What follows belongs to an exercise in optimizing a design on an open flow for small area, a short achievable clock period and few clock cycles; a production flow would make more cautious choices. Where RTL was checked, it was by simulation tests only, not by an equivalence proof against the original. No activity file was given, so power comes from the tool's default toggle rates.

Design periodic_repeat_timer_scheduler, start of the top module:
module periodic_repeat_timer_scheduler #(
    parameter int NUM_SLOTS   = 16,
    parameter int PERIOD_BITS = 24
) (
    input  logic                              i_clk,
    input  logic                              i_rst_n,
    input  logic                              start,
    output logic                              busy,
    input  logic [1:0]                        i_mode,
    input  logic [prts_pkg::IN_PERIOD_W-1:0]  i_period_ms,
    input  logic [prts_pkg::REP_W-1:0]        i_repeat_count,
    input  logic [prts_pkg::ID_W-1:0]         i_cancel_id,
    output logic                              o_valid,
    output logic [2:0]                        o_kind,
    output logic [prts_pkg::ID_W-1:0]         o_result_id,
    output logic                              o_last
);
    logic                   h_valid;
    logic [1:0]             h_mode;
    logic [PERIOD_BITS-1:0] h_arg;
    logic [prts_pkg::REP_W-1:0] h_reps;
    logic                   hold;
    prts_front #(
        .PERIOD_BITS (PERIOD_BITS)
    ) u_front (
        .i_clk          (i_clk),
        .i_rst_n        (i_rst_n),
        .start          (start),
        .i_mode         (i_mode),
        .i_period_ms    (i_period_ms),
        .i_repeat_count (i_repeat_count),
        .i_cancel_id    (i_cancel_id),
        .i_hold         (hold),
        .o_h_valid      (h_valid),
        .o_h_mode       (h_mode),
        .o_h_arg        (h_arg),
        .o_h_reps       (h_reps)
    );
    prts_back #(
        .NUM_SLOTS   (NUM_SLOTS),
        .PERIOD_BITS (PERIOD_BITS)
    ) u_back (
        .i_clk       (i_clk),
        .i_rst_n     (i_rst_n),
        .i_h_valid   (h_valid),
        .i_h_mode    (h_mode),
        .i_h_arg     (h_arg),
        .i_h_reps    (h_reps),
        .o_hold      (hold),
        .o_valid     (o_valid),
        .o_kind      (o_kind),
        .o_id        (o_result_id),
        .o_last      (o_last)
    );
    assign busy = hold;
endmodule
clock: 7.5 ns
lec_check: 0
cap_margin: 20
core_margin: 2
core_utilization: 40
slew_margin: 20
run.sh (not shown) runs the stock make flow with config.mk's settings and CLKGATE_MAP_FILE= SYNTH_SCRIPT=/design/flow/synth_recipe.tcl, a recipe that flattens the netlist after the stock synthesis.
Testbench counts at the start, summed over its fixed seeds: cycles 32,247.
==> next run, changes <==
- ABC_CLOCK_PERIOD_IN_PS: not set -> 3000
- SETUP_SLACK_MARGIN: not set -> 4.5
After rerunning: Hold slack is about the same; fmax grows by 36%; global-route usage went up by 0.61 points; routed wire length is higher by 3.6%.
==> next run, changes <==
- SETUP_SLACK_MARGIN: 4.5 -> not set
The new run finished with timing, DRC and antenna clean.
Cell area falls by 1.7%.
Worst hold slack barely changes.
Clock power falls by about 2%.
Setup slack degrades by 1.1 ns.
Register-to-register slack degrades by 1.1 ns.
Via count falls by 1.6%.
Critical path depth rises by 3.
Power falls by 1.0%.
Die area is unchanged.
Sequential power barely changes.

========
== job 101 ==
periodic_repeat_timer_scheduler, a different RTL version from the one above (not shown whole).
Size: about 5800 cells after synthesis, roughly 83 I/O pins, ~68000 um^2 of cells after synthesis.
clock: 7.5 ns
lec_check: 0
cap_margin: 20
core_margin: 2
core_utilization: 60
place_density: 0.7
setup_slack_margin: 4.75
slew_margin: 20
standard.sh (not shown) runs the stock make flow with config.mk's settings and CLKGATE_MAP_FILE= SYNTH_SCRIPT=/design/flow/synth_recipe.tcl, a recipe that flattens the netlist after the stock synthesis.
==> flow/flow/run.sh <==
#!/bin/bash
# The standard layout, with the port buffers inserted as buf_2 cells (the flow then resizes
# them), and clock tree synthesis told to cluster up to 25 sinks within 60 um per leaf buffer
# and to add no dummy loads. The make output goes to standard_flow.log; each tool's own log
# is also under orfs/logs/.
set -uo pipefail
bash standard.sh \
  "BUFFER_PORTS_ARGS=-buffer_cell sky130_fd_sc_hd__buf_2" \
  "CTS_ARGS=-sink_clustering_enable -repair_clock_nets -dont_use_dummy_load -sink_clustering_size 25 -sink_clustering_max_diameter 60" \
  finish > standard_flow.log 2>&1
Testbench counts of job 101, summed over its fixed seeds: cycles 32,247.
Here is what was changed in the inputs of job 102 compared with job 101.
- changing CORE_UTILIZATION from 60 to 50
- changing PLACE_DENSITY from 0.7 to 0.62
==> flow/flow/run.sh <==
#!/bin/bash
# The standard layout, with the port buffers inserted as buf_4 cells (the flow then resizes
# them), and clock tree synthesis told to cluster up to 25 sinks within 60 um per leaf buffer
# and to add no dummy loads. The make output goes to standard_flow.log; each tool's own log
# is also under orfs/logs/.
set -uo pipefail
bash standard.sh \
  "BUFFER_PORTS_ARGS=-buffer_cell sky130_fd_sc_hd__buf_4" \
  "CTS_ARGS=-sink_clustering_enable -repair_clock_nets -dont_use_dummy_load -sink_clustering_size 25 -sink_clustering_max_diameter 60" \
  finish > standard_flow.log 2>&1
- Summary — detailed-placement wirelength estimate, job 102 relative to job 101: higher, by about 4%.
- In job 102 the design area turned out 700 um^2 higher than in job 101.
- In the tables for job 102 and job 101, fmax reads lower with job 102.
- From job 101 to job 102 the numbers moved as follows: power share of the clock group grew by 0.7 points; die area went up by 20%; global placement routability congestion flat.

========
Another version of the RTL of periodic_repeat_timer_scheduler (not shown whole).
Size in the first run: roughly 5,800 cells after synthesis, about 1,500 flip-flops, roughly 83 I/O pins, about 69,000 um2 of cells after synthesis.
==> flow/config.mk <==
export PLATFORM = sky130hd
export DESIGN_NAME = periodic_repeat_timer_scheduler
export DESIGN_NICKNAME = periodic_repeat_timer_scheduler
export VERILOG_FILES = /design/flow/design.v
export SDC_FILE = /design/flow/constraint.sdc
export NUM_CORES = 4
export LEC_CHECK = 0
export CAP_MARGIN = 20
export CORE_MARGIN = 2
export CORE_UTILIZATION = 40
export CTS_CLUSTER_DIAMETER = 60
export CTS_CLUSTER_SIZE = 25
export SETUP_SLACK_MARGIN = 4.7
export SLEW_MARGIN = 20
==> flow/constraint.sdc <==
create_clock -name core_clock -period 7.5 [get_ports {i_clk}]
set_input_delay 1.5000 -clock core_clock [delete_from_list [all_inputs] [get_ports {i_clk}]]
set_output_delay 1.5000 -clock core_clock [all_outputs]
set_load 0.01 [all_outputs]
run.sh (not shown) runs the stock make flow with config.mk's settings and CLKGATE_MAP_FILE= SYNTH_SCRIPT=/design/flow/synth_recipe.tcl, a recipe that flattens the netlist after the stock synthesis.
Stock flow here: none of the scripts above is used.
The first run finished clean.
Edit:
==> flow/flow/run.sh (new file) <==
#!/bin/bash
# The standard layout, with clock tree synthesis told to cluster up to 25 sinks within 60 um
# per leaf buffer and to add no dummy loads. The make output goes to standard_flow.log; each
# tool's own log is also under orfs/logs/.
set -uo pipefail
bash standard.sh \
  "CTS_ARGS=-sink_clustering_enable -repair_clock_nets -dont_use_dummy_load -sink_clustering_size 25 -sink_clustering_max_diameter 60" \
  finish > standard_flow.log 2>&1
==> flow/standard.sh (new file) <==
#!/bin/bash
# synth_recipe.tcl (not shown) runs the flow's synth.tcl, then flattens the netlist and writes it again
# the make line also repeats each setting of config.mk as NAME=value (left out here)
make -C /OpenROAD-flow-scripts/flow DESIGN_CONFIG=/design/flow/config.mk WORK_HOME=/design/flow/orfs CLKGATE_MAP_FILE= SYNTH_SCRIPT=/design/flow/synth_recipe.tcl "${@:-finish}"
- CTS_CLUSTER_DIAMETER: 60 -> unset
- CTS_CLUSTER_SIZE: 25 -> unset
- TNS_END_PERCENT: unset -> 0
removed: flow/run.sh
The new run completed with no timing, DRC or antenna violations; clock skew went up by 0.018 ns; power drops by about 8%; utilization falls by 0.98 points; worst hold slack got worse by 0.023 ns; worst setup slack loses 0.16 ns; die area does not change.
Edit:
- CORE_UTILIZATION: 40 -> 65
- PLACE_DENSITY: unset -> 0.75
Sequential share of layout area climbs by 1.3 points.
Sequential power stays flat.
Combinational power came out lower by a little under a tenth.
Clock-buffer cell count drops by 10.
Routed wire length came out lower by a little under a tenth.
First-iteration DRC count grows by a little under a tenth.
Fmax came out lower by a few percent.
Synthesized area stays the same.
Setup slack got worse by 0.22 ns.
Register-to-register slack is worse by 0.19 ns.
No functional check of the RTL was part of any run of this note.

========
periodic_repeat_timer_scheduler, a different RTL version from the one above (not shown whole).
For scale: about 83 I/O pins.
Settings: LEC_CHECK=0, CAP_MARGIN=20, CORE_MARGIN=2, CORE_UTILIZATION=40, SETUP_SLACK_MARGIN=4.7, SLEW_MARGIN=20; clock period 7.5 ns.
Stock flow here: none of the scripts above is used.
The starting point finished with timing, DRC and antenna clean.
==> next run, changes <==
- CTS_CLUSTER_DIAMETER: unset -> 60
- CTS_CLUSTER_SIZE: unset -> 25
Count of clock-buffer cells in the layout goes down by 75.
Core utilization goes down by 0.68 points.
Routed wire length goes down by 0.88%.
Cell count goes down by 0.85%.
Hold slack stays flat.
Function was not checked in any run of this note: the RTL went through the layout flow alone.

========
== run A ==
RTL: one of the versions met above, not the one the previous note started from.
Size in the first run: roughly 1,500 flip-flops, roughly 83 I/O pins, ~68,000 um^2 of cells after synthesis.
Settings: LEC_CHECK=0, CAP_MARGIN=20, CORE_MARGIN=2, CORE_UTILIZATION=40, SETUP_SLACK_MARGIN=4.7, SLEW_MARGIN=20; clock period 7.5 ns.
standard.sh (not shown) runs the stock make flow with config.mk's settings and CLKGATE_MAP_FILE= SYNTH_SCRIPT=/design/flow/synth_recipe.tcl, a recipe that flattens the netlist after the stock synthesis.
==> flow/flow/run.sh <==
#!/bin/bash
# The standard layout, with clock tree synthesis told to cluster up to 25 sinks within 60 um
# per leaf buffer and to add no dummy loads. The make output goes to standard_flow.log; each
# tool's own log is also under orfs/logs/.
set -uo pipefail
bash standard.sh \
  "CTS_ARGS=-sink_clustering_enable -repair_clock_nets -dont_use_dummy_load -sink_clustering_size 25 -sink_clustering_max_diameter 60" \
  finish > standard_flow.log 2>&1
Testbench counts of run A, summed over its fixed seeds: cycles 32,247.
Changes in run B relative to run A:
==> flow/flow/run.sh <==
#!/bin/bash
# The standard layout, with clock tree synthesis told to cluster up to 16 sinks within 40 um
# per leaf buffer and to add no dummy loads. The make output goes to standard_flow.log; each
# tool's own log is also under orfs/logs/.
set -uo pipefail
bash standard.sh \
  "CTS_ARGS=-sink_clustering_enable -repair_clock_nets -dont_use_dummy_load -sink_clustering_size 16 -sink_clustering_max_diameter 40" \
  finish > standard_flow.log 2>&1
==> comparison <==
Relative to run A, run B degrades overall via count from detail_route.
In run B, area overhead of the layout relative to synthesis is higher than in run A.
Of the two values seen for critical path start-end classification, reg2out was produced by run B and reg2reg by run A.
Compared with run A, in run B met1 global-route usage flat, number of global-route vias before repair up 791.
Power: run B vs run A up 16%
## Diff of input files: run C against run B
- SETUP_SLACK_MARGIN: 4.7 -> 4.8
- PLACE_DENSITY: unset -> 0.78
- CORE_UTILIZATION: 40 -> 68
==> flow/flow/run.sh <==
#!/bin/bash
# The standard layout, with the port buffers inserted as buf_4 cells (the flow then resizes
# them), and clock tree synthesis told to cluster up to 25 sinks within 60 um per leaf buffer
# and to add no dummy loads. The make output goes to standard_flow.log; each tool's own log
# is also under orfs/logs/.
set -uo pipefail
bash standard.sh \
  "BUFFER_PORTS_ARGS=-buffer_cell sky130_fd_sc_hd__buf_4" \
  "CTS_ARGS=-sink_clustering_enable -repair_clock_nets -dont_use_dummy_load -sink_clustering_size 25 -sink_clustering_max_diameter 60" \
  finish > standard_flow.log 2>&1
Notes after the runs:
Run C has completed all stages; timing, DRC and antenna checks passed. Number of placed instances, taps included shrinks by more than 10% when moving from run B to run C. Adder-cell share of the synthesized area came out exactly the same in run C and run B. The width of the die reported for run C is smaller than that of run B by 23%. As far as fraction of registers with async set/reset goes, run B and run C are indistinguishable; the numbers are identical. From run B to run C the numbers moved as follows: combinational power down about 2%; data arrival time of the worst path went up by 1.98 ns; clock buffer instance count of the final layout down about 50%.
> inputs changed (run C -> run D)
- changing CORE_UTILIZATION from 68 to 40
- removing PLACE_DENSITY (formerly 0.78)
- changing SETUP_SLACK_MARGIN from 4.8 to 4.7
==> flow/flow/run.sh <==
#!/bin/bash
# The standard layout, with clock tree synthesis told to cluster up to 28 sinks within 60 um
# per leaf buffer and to add no dummy loads. The make output goes to standard_flow.log; each
# tool's own log is also under orfs/logs/.
set -uo pipefail
bash standard.sh \
  "CTS_ARGS=-sink_clustering_enable -repair_clock_nets -dont_use_dummy_load -sink_clustering_size 28 -sink_clustering_max_diameter 60" \
  finish > standard_flow.log 2>&1
==> comparison <==
Routed wire length per instance came out lower on run D than on run C.
Between run C and run D, total routing usage reported by global routing decreased.
Compared with run C, in run D wire length of the first global-routing pass climbed 5.0%, via count has decreased, worst ir drop on vdd moved down.
| minimum clock period after layout | run D vs run C | 0.025 ns higher |
On share of total power in combinational logic, run C and run D are basically level.
Per the comparison of run D with run C, total of plain and repair buffers excluding clock buffers shrank by 14; portion of the layout cell area used by non-clock buffers went down.
Changes observed in run D relative to run C: overall routed net length climbed about 5%; clock tree cell share of total cell area +0.22 points.
sky130_fd_sc_hd__or4b_2 as the cell type of the slowest stage on the worst timing path was reported by run D, and sky130_fd_sc_hd__dfxtp_1 by run C.

-- afterwards: timing with drivers on the ports --
No port has a modelled driver above. Below, the same layouts with a new extraction and two added sets of constraints. Step 1 assumes that a clkbuf_16 drives the clock port and a buf_2 every other input. Step 2 times the ports against the registers' clock, not the clock port: input delays grow and output delays shrink by t, the midpoint of the rising clock arrivals with the driver on. Slacks: no drivers / after step 1 / after step 2; pairs: no drivers / after step 1.
run | shift t [ns] | slack for setup (ns) | hold slack, ns | worst data-port slew with drivers (ns)
the first run of note 1 | 0.869 | 3.399 / 3.399 / 3.399 | 0.451 / 0.451 / 0.451 | 0.07
the second run of note 1 | 0.865 | 4.489 / 4.438 / 4.165 | 0.450 / 0.450 / 0.450 | 0.04
the third run of note 1 | 0.869 | 3.399 / 3.399 / 3.399 | 0.451 / 0.451 / 0.451 | 0.07
job 101 | 0.780 | 4.741 / 4.672 / 4.434 | 0.465 / 0.465 / 0.465 | 0.05
job 102 | 0.800 | 4.661 / 4.623 / 4.483 | 0.461 / 0.461 / 0.461 | 0.04
the first run of note 3 | 0.843 | 4.722 / 4.640 / 3.904 | 0.469 / 0.469 / 0.469 | 0.09
the second run of note 3 | 0.833 | 4.561 / 4.524 / 3.765 | 0.446 / 0.446 / 0.446 | 0.14
the third run of note 3 | 0.781 | 4.344 / 4.264 / 3.722 | 0.434 / 0.434 / 0.434 | 0.07
the first run of note 4 | 0.868 | 4.487 / 4.487 / 3.879 | 0.445 / 0.445 / 0.445 | 0.04
the second run of note 4 | 0.830 | 4.408 / 4.408 / 3.920 | 0.446 / 0.446 / 0.446 | 0.04
run A | 0.841 | 4.714 / 4.638 / 4.122 | 0.474 / 0.474 / 0.474 | 0.07
run B | 0.877 | 4.682 / 4.598 / 4.166 | 0.452 / 0.452 / 0.452 | 0.07
run C | 0.781 | 4.740 / 4.710 / 4.503 | 0.464 / 0.464 / 0.464 | 0.05
run D | 0.841 | 4.714 / 4.638 / 4.122 | 0.474 / 0.474 / 0.474 | 0.07
After both steps setup and hold are still met in every run listed. For the first run of note 3, which loses most, drivers alone change the setup slack by -0.082 ns; drivers and shift together by -0.818 ns.
